What follows belongs to an exercise in optimizing a design on an open flow for small area, a short achievable clock period and few clock cycles per item; a production flow would make more cautious choices. Where RTL was checked, it was by simulation tests only, not by an equivalence proof against the original. Power and IR drop assume default switching activity.

Design touch_median_calibrate_map, start of the top module:
module touch_median_calibrate_map #(
  parameter int RAW_BITS = 12
) (
  input  logic                                  clk,
  input  logic                                  rst_n,
  input  logic                                  in_tvalid,
  output logic                                  in_tready,
  input  logic [((3*RAW_BITS+7)/8)*8-1:0]       in_tdata,
  output logic                                  out_tvalid,
  input  logic                                  out_tready,
  output logic [23:0]                           out_tdata,
  output logic                                  out_tuser,
  input  logic                                  cfg_psel,
  input  logic                                  cfg_penable,
  input  logic                                  cfg_pwrite,
  input  logic [tmcm_pkg::CFG_ADDR_BITS-1:0]    cfg_paddr,
  input  logic [tmcm_pkg::CFG_DATA_BITS-1:0]    cfg_pwdata,
  output logic [tmcm_pkg::CFG_DATA_BITS-1:0]    cfg_prdata,
  output logic                                  cfg_pready
);
  localparam int SB = tmcm_pkg::SCR_BITS;
  localparam int PW = RAW_BITS + SB;
  logic [RAW_BITS-1:0] raw_min_x, raw_max_x, raw_min_y, raw_max_y, press_thr;
  logic [3:0]          orient;
  ...
clock: 7.0 ns
lec_check: 0
cap_margin: 20
core_margin: 2
core_utilization: 40
setup_slack_margin: 2.95
slew_margin: 20
run.sh (not shown) runs the stock make flow with config.mk's settings and CLKGATE_MAP_FILE= SYNTH_SCRIPT=/design/flow/synth_recipe.tcl, a recipe that flattens the netlist after the stock synthesis.
Testbench counts at the start, summed over its fixed seeds: cycles 19,520, items 6,400.
Change:
CORE_UTILIZATION = 65   (was 40)
Routed wire length shrinks by about 3%. Flip-flop and latch count does not change. Setup slack is worse by 44 ps. Hold slack is better by 21 ps. Core utilization grows by 28 points. Final cell count shrinks by about 9%.
Change:
CAP_MARGIN = 5   (was 20)
CORE_UTILIZATION = 40   (was 65)
CTS_BUF_LIST = sky130_fd_sc_hd__clkbuf_4 sky130_fd_sc_hd__clkbuf_8   (was unset)
CTS_CLUSTER_SIZE = 40   (was unset)
SLEW_MARGIN = 5   (was 20)
Outcome: Clock power barely changes. Combinational power increases slightly. Global-route usage decreases by 13 points.
Change:
CAP_MARGIN = 20   (was 5)
CTS_CLUSTER_DIAMETER = 55   (was unset)
CTS_CLUSTER_SIZE = 30   (was 40)
SLEW_MARGIN = 20   (was 5)
Die area does not change.
Sequential power barely changes.
Total power goes down by about 4.6%.
First-iteration DRC count went up by 14%.
Via count goes down by about 0.7%.
Combinational power barely changes.
Cell count fell by 0.89%.
Worst hold slack barely changes.


Starting RTL as in the previous note.
clock: 7.0 ns
lec_check: 0
abc_clock_period_in_ps: 4000
cap_margin: 20
core_margin: 2
core_utilization: 40
cts_buf_list: sky130_fd_sc_hd__clkbuf_4 sky130_fd_sc_hd__clkbuf_8
cts_cluster_size: 40
setup_slack_margin: 2.95
slew_margin: 20
Testbench counts at the start, summed over its fixed seeds: cycles 19,520, items 6,400.
Change:
ABC_CLOCK_PERIOD_IN_PS = default   (was 4000)
TNS_END_PERCENT = 10   (was default)
Effect: Setup slack loses 0.055 ns; die area does not change; routed wire length stays flat; core utilization goes up by 0.41 points.
Change:
CTS_CLUSTER_DIAMETER = 45   (was default)
CTS_CLUSTER_SIZE = 30   (was 40)
TNS_END_PERCENT = default   (was 10)
The new run completed with no timing, DRC or antenna violations.
Routed wire length hardly moves.
Non-clock buffer count is lower by 30.
Synthesized area stays the same.
Fmax rises by 1.8%.
Cell area fell by about 0.46%.
Die area is unchanged.
Change:
CTS_CLUSTER_DIAMETER = default   (was 45)
CTS_CLUSTER_SIZE = 40   (was 30)
After rerunning: Combinational power barely changes; worst hold slack stays flat; routed wire length hardly moves; sequential cell count does not change; final area falls by 0.41%; non-clock buffer count falls by 2.
Change:
SETUP_SLACK_MARGIN = 3.05   (was 2.95)
=>
- clock power shrinks by about 2%
- via count climbs by 1.1%
- design area went up by 2.6%
- non-clock buffer count came out higher by 49
- total power is about the same


Another version of the RTL of touch_median_calibrate_map (not shown whole).
Size in the first run: ~3000 cells after synthesis, about 330 flip-flops, about 140 I/O pins.
clock: 7.0 ns
lec_check: 0
cap_margin: 20
core_margin: 2
core_utilization: 40
slew_margin: 20
Testbench counts at the start, summed over its fixed seeds: cycles 19,488, items 6,400.
Change:
--- a/flow/config.mk
+++ b/flow/config.mk
@@ -7,2 +7,3 @@
 export LEC_CHECK = 0
+export ABC_CLOCK_PERIOD_IN_PS = 3700
 export CAP_MARGIN = 20
@@ -10,2 +11,3 @@
 export CORE_UTILIZATION = 40
+export SETUP_SLACK_MARGIN = 3.3
 export SLEW_MARGIN = 20
Result:
- cell area rose by about a fifth
- final cell count goes up by a few percent
- setup slack is better by 0.48 ns
- fmax came out higher by a little under a tenth
- count of clock-buffer cells in the layout climbs by 6
- critical path depth stays the same
- first-iteration DRC count grows by about a fifth
- global-route usage went up by 3.2 points
- total power went up by about a fifth
- area after synthesis is unchanged
- wire length goes up by about a fifth


Another version of the RTL of touch_median_calibrate_map (not shown whole).
Size: ~3300 cells after synthesis, about 380 flip-flops, ~140 I/O pins, roughly 0.031 mm^2 of cells after synthesis.
export LEC_CHECK = 0
export CAP_MARGIN = 20
export CORE_MARGIN = 2
export CORE_UTILIZATION = 40
export SETUP_SLACK_MARGIN = 2.7
export SLEW_MARGIN = 20
create_clock -name core_clock -period 7.0 [get_ports {clk}]
Testbench counts at the start, summed over its fixed seeds: cycles 19,520, items 6,400.
Change:
- SETUP_SLACK_MARGIN: 2.7 -> 2.95
=> The new run went through all stages and came out clean; critical path depth stays the same; flip-flop and latch count is unchanged; synthesized cell count stays the same; cell area increases by 1.1%.
Change:
- SETUP_SLACK_MARGIN: 2.95 -> 3.25
Hold slack degrades by 0.012 ns.
Sequential power barely changes.
Cell count came out higher by 1.5%.
Global-route usage came out higher by 0.51 points.
Die area stays the same.
First-iteration DRC count came out higher by 13%.
Via count came out higher by about 2.6%.
Synthesized area stays the same.
Routed wire length came out higher by 3.3%.


== job 8261 ==
touch_median_calibrate_map, a different RTL version from the one above (not shown whole).
Size: roughly 3000 cells after synthesis, about 350 flip-flops, roughly 29000 um^2 of cells after synthesis.
Settings: LEC_CHECK=0, CAP_MARGIN=20, CORE_MARGIN=2, CORE_UTILIZATION=40, SETUP_SLACK_MARGIN=2.6, SLEW_MARGIN=20; clock period 7.0 ns.
## Diff of input files: job 742 against job 8261
diff --git a/flow/config.mk b/flow/config.mk
--- a/flow/config.mk
+++ b/flow/config.mk
@@ -10,3 +10,3 @@
 export CORE_UTILIZATION = 40
-export SETUP_SLACK_MARGIN = 2.6
+export SETUP_SLACK_MARGIN = 2.95
 export SLEW_MARGIN = 20
Notes after the runs:
- Job 742 reached the end of the flow, and the finished layout is clean on the timing, design-rule and antenna checks.
- In job 742 the global-route usage turned out 0.24 points higher than in job 8261.
- From job 8261 to job 742 the numbers moved as follows: area growth from synthesis to final layout went up by 3.5 points; clock skew saw an increase; count of non-filler cells in the finished layout shows an increase of 23.
- Combinational power (job 742 over job 8261): increase, about 8%
Function was not checked in any run of this note: the RTL went through the layout flow alone.


Another version of the RTL of touch_median_calibrate_map (not shown whole).
Size in the first run: about 3,100 cells after synthesis, ~0.030 mm2 of cells after synthesis.
Settings: LEC_CHECK=0, CAP_MARGIN=20, CORE_MARGIN=2, CORE_UTILIZATION=40, SETUP_SLACK_MARGIN=2.95, SLEW_MARGIN=20, TNS_END_PERCENT=10; clock period 7.0 ns.
The first run went through all stages and came out clean.
Edit:
- CTS_BUF_LIST: not set -> sky130_fd_sc_hd__clkbuf_4 sky130_fd_sc_hd__clkbuf_8
- CTS_CLUSTER_SIZE: not set -> 40
- TNS_END_PERCENT: 10 -> not set
=> The changed run passed the timing, design-rule and antenna checks; worst hold slack gets better by 0.0038 ns; combinational power barely changes; maximum frequency climbs by 0.60%; design area went up by about 2.2%.
No run of this note included a check of the RTL's function; only the layout flow was run.


## violet
touch_median_calibrate_map, a different RTL version from the one above (not shown whole).
Size: about 3300 cells after synthesis, ~380 flip-flops, roughly 140 I/O pins, ~31000 µm² of cells after synthesis.
==> flow/config.mk <==
export PLATFORM = sky130hd
export DESIGN_NAME = touch_median_calibrate_map
export DESIGN_NICKNAME = touch_median_calibrate_map
export VERILOG_FILES = /design/flow/design.v
export SDC_FILE = /design/flow/constraint.sdc
export NUM_CORES = 4
export LEC_CHECK = 0
export CAP_MARGIN = 20
export CORE_MARGIN = 2
export CORE_UTILIZATION = 40
export CTS_BUF_LIST = sky130_fd_sc_hd__clkbuf_4 sky130_fd_sc_hd__clkbuf_8
export CTS_CLUSTER_SIZE = 40
export SETUP_SLACK_MARGIN = 3.1
export SLEW_MARGIN = 20
==> flow/constraint.sdc <==
create_clock -name core_clock -period 7.0 [get_ports {clk}]
set_input_delay 1.4000 -clock core_clock [delete_from_list [all_inputs] [get_ports {clk}]]
set_output_delay 1.4000 -clock core_clock [all_outputs]
set_load 0.01 [all_outputs]
Having completed the whole flow, violet delivered a layout that passed the timing, design-rule and antenna checks.
[inputs] lagoon vs violet
Settings: SETUP_SLACK_MARGIN changed from 3.1 to 2.95.
==> run summary <==
lagoon against violet: worst clock skew shows an increase of 0.0037 ns; setup slack shows an increase of 0.044 ns.
Of violet and lagoon, violet shows the lower slew at the pin closest to its max-slew limit, with lagoon above it.
Minimum clock period after layout ends up higher on violet.
Compared with violet, in lagoon first-pass iteration count of the detailed router moved up; post-route cell area moved down; clock-buffer cell count moved up; final worst-path cycle share moved down.
Reported for violet and lagoon, flip-flop and latch count after synthesis turned out identical to the last digit.
Looking at utilization after layout, lagoon sits below violet.
Total met2 wirelength after detailed routing (lagoon over violet): decrease, 2.5%
No run of this note included a check of the RTL's function; only the layout flow was run.

-- re-timing with driven ports --
Ports are ideal in the flow. The routed layouts listed here were re-timed in OpenROAD. Step 1 assumes that a clkbuf_16 drives the clock port and a buf_2 every other input. Step 2, shift: input delay + t, output delay - t, t = (earliest + latest rising clock arrival at the registers) / 2. This alone moves slack from input paths to output paths. a / b / c = ideal ports / drivers / drivers and shift; a / b = the first two.
| run | t (ns) | setup WS [ns] | worst hold slack (ns) | slew at the worst register clock pin (ns) | worst slew at a driven data input, ns |
|---|---|---|---|---|---|
| the first run of note 1 | 0.637 | 2.945 / 2.895 / 2.461 | 0.426 / 0.426 / 0.426 | 0.07 / 0.07 | 0.14 |
| the second run of note 1 | 0.647 | 2.901 / 2.838 / 2.397 | 0.446 / 0.446 / 0.446 | 0.07 / 0.07 | 0.14 |
| the third run of note 1 | 0.714 | 2.961 / 2.909 / 2.369 | 0.433 / 0.433 / 0.433 | 0.07 / 0.07 | 0.14 |
| the fourth run of note 1 | 0.720 | 2.949 / 2.898 / 2.395 | 0.431 / 0.431 / 0.431 | 0.11 / 0.11 | 0.14 |
| the first run of note 2 | 0.713 | 2.967 / 2.914 / 2.373 | 0.431 / 0.431 / 0.431 | 0.07 / 0.07 | 0.13 |
| the second run of note 2 | 0.728 | 2.912 / 2.745 / 2.389 | 0.417 / 0.417 / 0.417 | 0.07 / 0.07 | 0.18 |
| the third run of note 2 | 0.709 | 2.983 / 2.896 / 2.398 | 0.433 / 0.433 / 0.433 | 0.08 / 0.08 | 0.14 |
| the fourth run of note 2 | 0.713 | 2.967 / 2.914 / 2.373 | 0.431 / 0.431 / 0.431 | 0.07 / 0.07 | 0.13 |
| the fifth run of note 2 | 0.730 | 3.001 / 2.835 / 2.486 | 0.418 / 0.418 / 0.418 | 0.07 / 0.07 | 0.17 |
| the first run of note 3 | 0.647 | 0.380 / 0.380 / 0.380 | 0.422 / 0.422 / 0.422 | 0.06 / 0.06 | 0.04 |
| the second run of note 3 | 0.638 | 0.860 / 0.860 / 0.860 | 0.420 / 0.420 / 0.420 | 0.06 / 0.06 | 0.21 |
| the first run of note 4 | 0.645 | 2.714 / 2.682 / 2.281 | 0.431 / 0.431 / 0.431 | 0.06 / 0.06 | 0.05 |
| the second run of note 4 | 0.651 | 2.972 / 2.921 / 2.396 | 0.431 / 0.431 / 0.431 | 0.07 / 0.07 | 0.06 |
| the third run of note 4 | 0.651 | 2.905 / 2.843 / 2.426 | 0.419 / 0.419 / 0.419 | 0.07 / 0.07 | 0.06 |
| job 8261 | 0.625 | 1.937 / 1.937 / 1.937 | 0.427 / 0.427 / 0.427 | 0.07 / 0.07 | 0.06 |
| job 742 | 0.647 | 2.016 / 2.016 / 2.016 | 0.421 / 0.421 / 0.421 | 0.06 / 0.06 | 0.10 |
| the first run of note 6 | 0.647 | 2.881 / 2.737 / 2.369 | 0.419 / 0.419 / 0.419 | 0.07 / 0.07 | 0.16 |
| the second run of note 6 | 0.711 | 2.905 / 2.801 / 2.353 | 0.423 / 0.423 / 0.423 | 0.06 / 0.06 | 0.15 |
| violet | 0.724 | 2.916 / 2.832 / 2.442 | 0.447 / 0.447 / 0.447 | 0.07 / 0.07 | 0.08 |
| lagoon | 0.714 | 2.960 / 2.904 / 2.319 | 0.419 / 0.419 / 0.419 | 0.07 / 0.07 | 0.07 |
After both steps setup and hold are still met in every run listed. The setup slack of lagoon, which loses most, moves by -0.056 ns with the drivers and by -0.641 ns with both steps.
